This is an optimization exercise on Yosys and OpenROAD, whose aim is small area and a short achievable clock period, not a production implementation.
Function was checked by simulation only, so behaviour that the tests miss may differ from the original.
No activity file was given, so power comes from the tool's default toggle rates.

## init_cmd_store
module init_cmd_store #(
  parameter int                DATA_W    = 24,
  parameter int                ADDR_W    = 6,
  parameter                    INIT_FILE = "adv7611.mif",
  parameter logic [DATA_W-1:0] END_CODE  = {DATA_W{1'b1}}
) (
  input  logic              clk,
  input  logic              rst,
  input  logic              host_we,
  input  logic [ADDR_W-1:0] host_addr,
  input  logic [DATA_W-1:0] host_wdata,
  output logic [DATA_W-1:0] host_rdata,
  input  logic              start,
  input  logic [ADDR_W-1:0] start_addr,
  input  logic              abort,
  output logic              busy,
  output logic              done,
  output logic [1:0]        status,
  output logic [ADDR_W:0]   count,
  output logic              m_valid,
  output logic [DATA_W-1:0] m_data,
  input  logic              m_ready
);
  localparam logic [1:0] S_IDLE  = 2'd0;
  localparam logic [1:0] S_RUN   = 2'd1;
  localparam logic [1:0] S_DRAIN = 2'd2;
  logic [1:0]        state_q, state_d;
  logic [63:0]       psel_q, psel_d;
  logic              pend_q, pend_d;
  logic              infl_q, infl_d;
  logic [1:0]        occ_q, occ_d;
  logic [DATA_W-1:0] slot0_q, slot0_d;
  logic [DATA_W-1:0] slot1_q, slot1_d;
  ...
==> flow/config.mk <==
export PLATFORM = sky130hd
export DESIGN_NAME = init_cmd_store
export DESIGN_NICKNAME = init_cmd_store
export VERILOG_FILES = /design/flow/design.v
export SDC_FILE = /design/flow/constraint.sdc
export NUM_CORES = 4
export LEC_CHECK = 0
export CAP_MARGIN = 20
export CORE_MARGIN = 2
export CORE_UTILIZATION = 50
export SETUP_SLACK_MARGIN = 1.6
export SLEW_MARGIN = 20
export SYNTH_HIERARCHICAL = 1
export SYNTH_MINIMUM_KEEP_SIZE = 0
==> flow/constraint.sdc <==
create_clock -name core_clock -period 4.0 [get_ports {clk}]
set_input_delay 0.8000 -clock core_clock [delete_from_list [all_inputs] [get_ports {clk}]]
set_output_delay 0.8000 -clock core_clock [all_outputs]
set_load 0.01 [all_outputs]
run.sh (not shown) runs the stock make flow with config.mk's settings and CLKGATE_MAP_FILE= SYNTH_SCRIPT=/design/flow/synth_recipe.tcl, a recipe that flattens the netlist after the stock synthesis.
Next try:
==> flow/flow/run.sh (new file) <==
#!/bin/bash
# Standard ORFS layout, with the port buffers made as plain buf_4 cells
# instead of the delay-buffer cell buffer_ports picks by default.
set -euo pipefail
bash standard.sh BUFFER_PORTS_ARGS="-buffer_cell sky130_fd_sc_hd__buf_4" finish > standard.log 2>&1
==> flow/standard.sh (new file) <==
#!/bin/bash
# synth_recipe.tcl (not shown) runs the flow's synth.tcl, then flattens the netlist and writes it again
# the make line also repeats each setting of config.mk as NAME=value (left out here)
make -C /OpenROAD-flow-scripts/flow DESIGN_CONFIG=/design/flow/config.mk WORK_HOME=/design/flow/orfs CLKGATE_MAP_FILE= SYNTH_SCRIPT=/design/flow/synth_recipe.tcl "${@:-finish}"
--- a/flow/config.mk
+++ b/flow/config.mk
@@ -10,0 +11,2 @@
+export CTS_CLUSTER_DIAMETER = 60
+export CTS_CLUSTER_SIZE = 20
@@ -14,0 +17 @@
+export TNS_END_PERCENT = 3
removed: flow/run.sh
Outcome: The changed run went through all stages and came out clean. Cell count goes down by a few percent. Sequential share of layout area grows by 5.0 points. Setup slack gets worse by 0.086 ns. Non-clock buffer count decreases by 269.

* * *

Another version of the RTL of init_cmd_store (not shown whole).
Size: roughly 3,600 cells after synthesis.
clock: 4.0 ns
lec_check: 0
cap_margin: 20
core_margin: 2
core_utilization: 50
setup_slack_margin: 1.0
slew_margin: 20
synth_hierarchical: 1
synth_minimum_keep_size: 0
standard.sh (not shown) runs the stock make flow with config.mk's settings and CLKGATE_MAP_FILE= SYNTH_SCRIPT=/design/flow/synth_recipe.tcl, a recipe that flattens the netlist after the stock synthesis.
==> flow/flow/run.sh <==
#!/bin/bash
# Standard ORFS layout, with the port buffers made as plain buf_4 cells
# instead of the delay-buffer cell buffer_ports picks by default.
set -euo pipefail
bash standard.sh BUFFER_PORTS_ARGS="-buffer_cell sky130_fd_sc_hd__buf_4" finish > standard.log 2>&1
The first run finished clean.
Edit:
==> flow/run.sh (new file) <==
#!/bin/bash
# synth_recipe.tcl (not shown) runs the flow's synth.tcl, then flattens the netlist and writes it again
# the make line also repeats each setting of config.mk as NAME=value (left out here)
make -C /OpenROAD-flow-scripts/flow DESIGN_CONFIG=/design/flow/config.mk WORK_HOME=/design/flow/orfs CLKGATE_MAP_FILE= SYNTH_SCRIPT=/design/flow/synth_recipe.tcl finish
Settings changed: CORE_UTILIZATION 50 to 65, PLACE_DENSITY set to 0.75, SETUP_SLACK_MARGIN 1.0 to 0.3.
removed: flow/flow/run.sh
removed: flow/standard.sh
Clock-buffer cell count increases by 1.
Via count rose by 5.6%.
Die area goes down by about 23%.
Global-route usage goes up by 13 points.
Worst hold slack gets better by 250 ps.
First-iteration DRC count increases by 18%.
Combinational power increases by about 3%.

* * *

RTL: one of the versions met above, not the one the previous note started from.
Size in the first run: roughly 1700 flip-flops, roughly 100 I/O pins.
==> flow/design.v (excerpt) <==
module init_cmd_store #(
  parameter int                DATA_W    = 24,
  parameter int                ADDR_W    = 6,
  parameter                    INIT_FILE = "adv7611.mif",
  parameter logic [DATA_W-1:0] END_CODE  = {DATA_W{1'b1}}
) (
  input  logic              clk,
  input  logic              rst,
  input  logic              host_we,
  input  logic [ADDR_W-1:0] host_addr,
  input  logic [DATA_W-1:0] host_wdata,
  output logic [DATA_W-1:0] host_rdata,
  input  logic              start,
  input  logic [ADDR_W-1:0] start_addr,
  input  logic              abort,
  output logic              busy,
  output logic              done,
  output logic [1:0]        status,
  output logic [ADDR_W:0]   count,
  output logic              m_valid,
  output logic [DATA_W-1:0] m_data,
  input  logic              m_ready
);
Settings: LEC_CHECK=0, CAP_MARGIN=20, CORE_MARGIN=2, CORE_UTILIZATION=50, CTS_CLUSTER_DIAMETER=60, CTS_CLUSTER_SIZE=20, SETUP_SLACK_MARGIN=1.4, SLEW_MARGIN=20, SYNTH_HIERARCHICAL=1, SYNTH_MINIMUM_KEEP_SIZE=0, TNS_END_PERCENT=10; clock period 4.0 ns.
==> flow/flow/run.sh <==
#!/bin/bash
# Standard ORFS layout, with the port buffers made as plain buf_4 cells
# instead of the delay-buffer cell buffer_ports picks by default.
set -euo pipefail
bash standard.sh BUFFER_PORTS_ARGS="-buffer_cell sky130_fd_sc_hd__buf_4" finish > standard.log 2>&1
The baseline produced a clean layout.
==> next run, changes <==
- CORE_UTILIZATION: 50 -> 54
Routed wire length came out higher by 2.0%.
Setup slack is worse by 120 ps.
Design area stays flat.
Register-to-register slack is worse by 120 ps.
Global-route usage came out higher by 4.1 points.
Sequential share of layout area is about the same.
Synthesized cell count stays the same.
Power came out higher by 0.56%.
First-iteration DRC count is about the same.
Worst hold slack is better by 140 ps.
Combinational power came out higher by about 2%.

* * *

init_cmd_store again, from the RTL that the note above started with.
clock: 4.0 ns
lec_check: 0
cap_margin: 20
core_margin: 2
core_utilization: 50
cts_cluster_diameter: 60
cts_cluster_size: 20
setup_slack_margin: 1.6
slew_margin: 20
synth_hierarchical: 1
synth_minimum_keep_size: 0
Scripts as last shown in full above: flow/flow/run.sh
Change:
--- a/flow/config.mk
+++ b/flow/config.mk
@@ -10 +10 @@
-export CORE_UTILIZATION = 50
+export CORE_UTILIZATION = 58
@@ -13 +13,2 @@
-export SETUP_SLACK_MARGIN = 1.6
+export PLACE_DENSITY = 0.68
+export SETUP_SLACK_MARGIN = 1.4
@@ -16,0 +18 @@
+export TNS_END_PERCENT = 10
The new run produced a clean layout.
Utilization rose by 5.9 points.
Total power drops by 3.5%.
Final cell count went down by 8.8%.
Count of clock-buffer cells in the layout shrinks by 27.
Non-clock buffer count shrinks by 258.
Change:
--- a/flow/config.mk
+++ b/flow/config.mk
@@ -10 +10 @@
-export CORE_UTILIZATION = 58
+export CORE_UTILIZATION = 50
@@ -13,2 +13 @@
-export PLACE_DENSITY = 0.68
-export SETUP_SLACK_MARGIN = 1.4
+export SETUP_SLACK_MARGIN = 1.2
Effect: The new run produced a clean layout. Synthesized cell count does not change. Power increases by a few percent. Design area increases slightly. Via count decreases slightly. Clock skew barely changes. Global-route usage decreases by 4.9 points. Worst hold slack gets worse by 0.016 ns. Flip-flop and latch count is unchanged. Area after synthesis is unchanged. Clock power increases by a little under a tenth.

[what the ideal ports hide]
How much do the figures lean on ideal ports? The routed layouts below were timed once more, with nothing changed but the port constraints.
Step 1: set_driving_cell puts a clkbuf_16 on clk and a buf_2 on each other input, an assumption about the parent block.
Step 2 also shifts input and output timing later by t, the mid clock arrival at the registers, as if the neighbouring blocks saw the same clock.
Slacks: ideal ports / drivers / drivers and shift; pairs: ideal ports / drivers.
run	t (ns)	setup slack, ns	worst data-port slew with drivers (ns)	pins driven straight from the clock port
the first run of note 1	0.903	1.011 / 1.011 / 0.194	0.17	1
the second run of note 1	0.858	0.926 / 0.928 / 0.070	0.18	1
the first run of note 2	0.891	0.730 / 0.677 / -0.214	0.13	1
the second run of note 2	0.857	0.113 / 0.113 / -0.678	0.05	1
the first run of note 3	0.869	1.056 / 0.993 / 0.124	0.17	1
the second run of note 3	0.853	0.935 / 0.954 / 0.101	0.19	1
the first run of note 4	0.865	1.002 / 0.964 / 0.098	0.23	1
the second run of note 4	0.836	0.898 / 0.871 / 0.035	0.30	1
the third run of note 4	0.859	0.889 / 0.889 / 0.030	0.14	1
Met with ideal ports but missed after step 2: setup timing in the first run of note 2 and the second run of note 2. The setup slack of the first run of note 2, which loses most, moves by -0.053 ns with the drivers and by -0.944 ns with both steps.
